Context: an optimization exercise on an open-source flow, tuned for small area, a short achievable clock period and few clock cycles per item. The choices shown serve that exercise and are no tape-out recipe.
The RTL was checked by simulation tests, not by an equivalence proof against the original design.
Power and IR drop assume default switching activity.

## fc_accum
module fc_accum #(
  parameter int DATAW = 20,
  parameter int ADDRW = 12,
  parameter int FRAC  = 16,
  parameter int NUM   = 2048,
  parameter int RELU  = 1
) (
  input  logic             i_clk,
  input  logic             i_reset,
  input  logic             i_start,
  input  logic [DATAW-1:0] i_bias,
  output logic             o_busy,
  output logic             o_done,
  output logic             o_crd,
  output logic [ADDRW-1:0] o_caddr_rd,
  input  logic [DATAW-1:0] i_cdata_rd,
  output logic [ADDRW-1:0] o_waddr,
  input  logic [DATAW-1:0] i_wdata,
  output logic             o_cwr,
  output logic [2:0]       o_csel,
  output logic [ADDRW-1:0] o_caddr_wr,
  output logic [DATAW-1:0] o_cdata_wr
);
  localparam int AW = 51;
  localparam int NB = 6;
  logic              r_busy, r_done, r_crd, r_drain;
  logic [10:0]       r_cnt;
  logic              r_v1;       
  logic              v_q;        
  logic              v2_q;       
  logic              w_start;
  logic [19:0]       d_q;
  logic [9:0]        one_q, two_q, neg_q;
  logic [72:0]  s1_q;
  logic [72:0]  s1_d;
  logic [AW-1:0]     acc_q;
  logic [NB-1:0]     cy_q;       
  logic [AW-1:0]     acc_d;
  logic [NB-1:0]     cy_d;
  assign w_start = i_start & ~r_busy & ~r_done;
  logic [20:0] wx;
  assign wx = {i_wdata, 1'b0};
  always_ff @(posedge i_clk) begin
    for (int i = 0; i < 10; i++) begin
      one_q[i] <= ~i_reset & r_v1 & (wx[2*i+1] ^ wx[2*i]);
      two_q[i] <= ~i_reset & r_v1 & ((wx[2*i+2] & ~wx[2*i+1] & ~wx[2*i]) | (~wx[2*i+2] & wx[2*i+1] & wx[2*i]));
      neg_q[i] <= ~i_reset & r_v1 & wx[2*i+2] & ~(wx[2*i+1] & wx[2*i]);
    end
    d_q <= i_cdata_rd;
  end
  logic [20:0] dx;
  assign dx = {d_q[19], d_q};
  wire pp0_0 = (((one_q[0] & dx[0]) | (two_q[0] & 1'b0)) ^ neg_q[0]);
  wire pp0_1 = (((one_q[0] & dx[1]) | (two_q[0] & dx[0])) ^ neg_q[0]);
  wire pp0_2 = (((one_q[0] & dx[2]) | (two_q[0] & dx[1])) ^ neg_q[0]);
  wire pp0_3 = (((one_q[0] & dx[3]) | (two_q[0] & dx[2])) ^ neg_q[0]);
  wire pp0_4 = (((one_q[0] & dx[4]) | (two_q[0] & dx[3])) ^ neg_q[0]);
  wire pp0_5 = (((one_q[0] & dx[5]) | (two_q[0] & dx[4])) ^ neg_q[0]);
  ...
Size in the first run: about 1600 cells after synthesis, ~220 flip-flops, about 0.016 mm^2 of cells after synthesis.
Settings: LEC_CHECK=0, CAP_MARGIN=60, CORE_MARGIN=2, CORE_UTILIZATION=40, PLACE_DENSITY=0.6, SLEW_MARGIN=60, SYNTH_HIERARCHICAL=1, SYNTH_MINIMUM_KEEP_SIZE=0; clock period 12.5 ns.
run.sh (not shown) runs the stock make flow with config.mk's settings and CLKGATE_MAP_FILE= SYNTH_SCRIPT=/design/flow/synth_recipe.tcl, a recipe that flattens the netlist after the stock synthesis.
Testbench counts at the start, summed over its fixed seeds: cycles 263,062, items 128.
Edit:
==> flow/flow/run.sh (new file) <==
#!/bin/bash
# The standard layout, with two changes:
#  - the port buffers are sky130_fd_sc_hd__buf_2 instead of the buffer that
#    buffer_ports picks by default (a delay cell, clkdlybuf4s50_1);
#  - repair_timing aims for 9 ns of setup slack.
# The clock period, the constraints and every other step are the standard ones.
set -euo pipefail
bash standard.sh "BUFFER_PORTS_ARGS=-buffer_cell sky130_fd_sc_hd__buf_2" SETUP_SLACK_MARGIN=9 finish > standard.log 2>&1
==> flow/standard.sh (new file) <==
#!/bin/bash
# synth_recipe.tcl (not shown) runs the flow's synth.tcl, then flattens the netlist and writes it again
# the make line also repeats each setting of config.mk as NAME=value (left out here)
make -C /OpenROAD-flow-scripts/flow DESIGN_CONFIG=/design/flow/config.mk WORK_HOME=/design/flow/orfs CLKGATE_MAP_FILE= SYNTH_SCRIPT=/design/flow/synth_recipe.tcl "${@:-finish}"
removed: flow/run.sh
What happened: The new run finished clean. Global-route usage came out higher by 0.79 points. Total power came out lower slightly. Wire length came out higher by a few percent. Setup slack improved by 620 ps. Via count came out higher by a few percent. Combinational power is about the same.
Edit:
==> flow/flow/run.sh (replaced) <==
#!/bin/bash
# The standard layout, with two changes:
#  - the port buffers are sky130_fd_sc_hd__buf_1 instead of the buffer that
#    buffer_ports picks by default (a delay cell, clkdlybuf4s50_1); the
#    resizer may upsize them as usual;
#  - repair_timing aims for 9 ns of setup slack.
# The clock period, the constraints and every other step are the standard ones.
set -euo pipefail
bash standard.sh "BUFFER_PORTS_ARGS=-buffer_cell sky130_fd_sc_hd__buf_1" SETUP_SLACK_MARGIN=9 finish > standard.log 2>&1
CORE_UTILIZATION = 70   (was 40)
CTS_CLUSTER_DIAMETER = 80   (was unset)
CTS_CLUSTER_SIZE = 30   (was unset)
PLACE_DENSITY = 0.85   (was 0.6)
=> Core utilization rose by 31 points; fmax hardly moves; via count went up by a few percent; register-to-register slack loses 20 ps; synthesized cell count is unchanged; worst setup slack improves by 5.8 ps; clock-buffer cell count went down by 21; total power drops by roughly a tenth; cell area drops by a few percent; worst hold slack improves by 22 ps; cell count falls by roughly a tenth.

port drivers added, routing unchanged:
The flow's constraints put no driver on any port. The routed layouts listed below were extracted and timed again, unchanged, in two steps.
Step 1: set_driving_cell puts a clkbuf_16 on i_clk and a buf_2 on each other input, an assumption about the parent block.
Step 2 times the ports against the registers' clock, not the clock port: input delays grow and output delays shrink by t, the midpoint of the rising clock arrivals with the driver on.
a / b / c = no drivers / after step 1 / after step 2; a / b = the first two.
run	t (ns)	slack for setup (ns)	hold WS [ns]	worst setup path at the end	pins driven straight from the clock port
the first run	0.589	8.361 / 8.306 / 7.904	0.500 / 0.500 / 0.500	input to register	1
the second run	0.599	8.980 / 8.926 / 8.527	0.510 / 0.510 / 0.510	input to register	1
the third run	0.532	8.986 / 8.937 / 8.546	0.532 / 0.532 / 0.532	input to register	1
After both steps setup and hold are still met in every run listed. The setup slack of the first run, which loses most, moves by -0.055 ns with the drivers and by -0.457 ns with both steps.
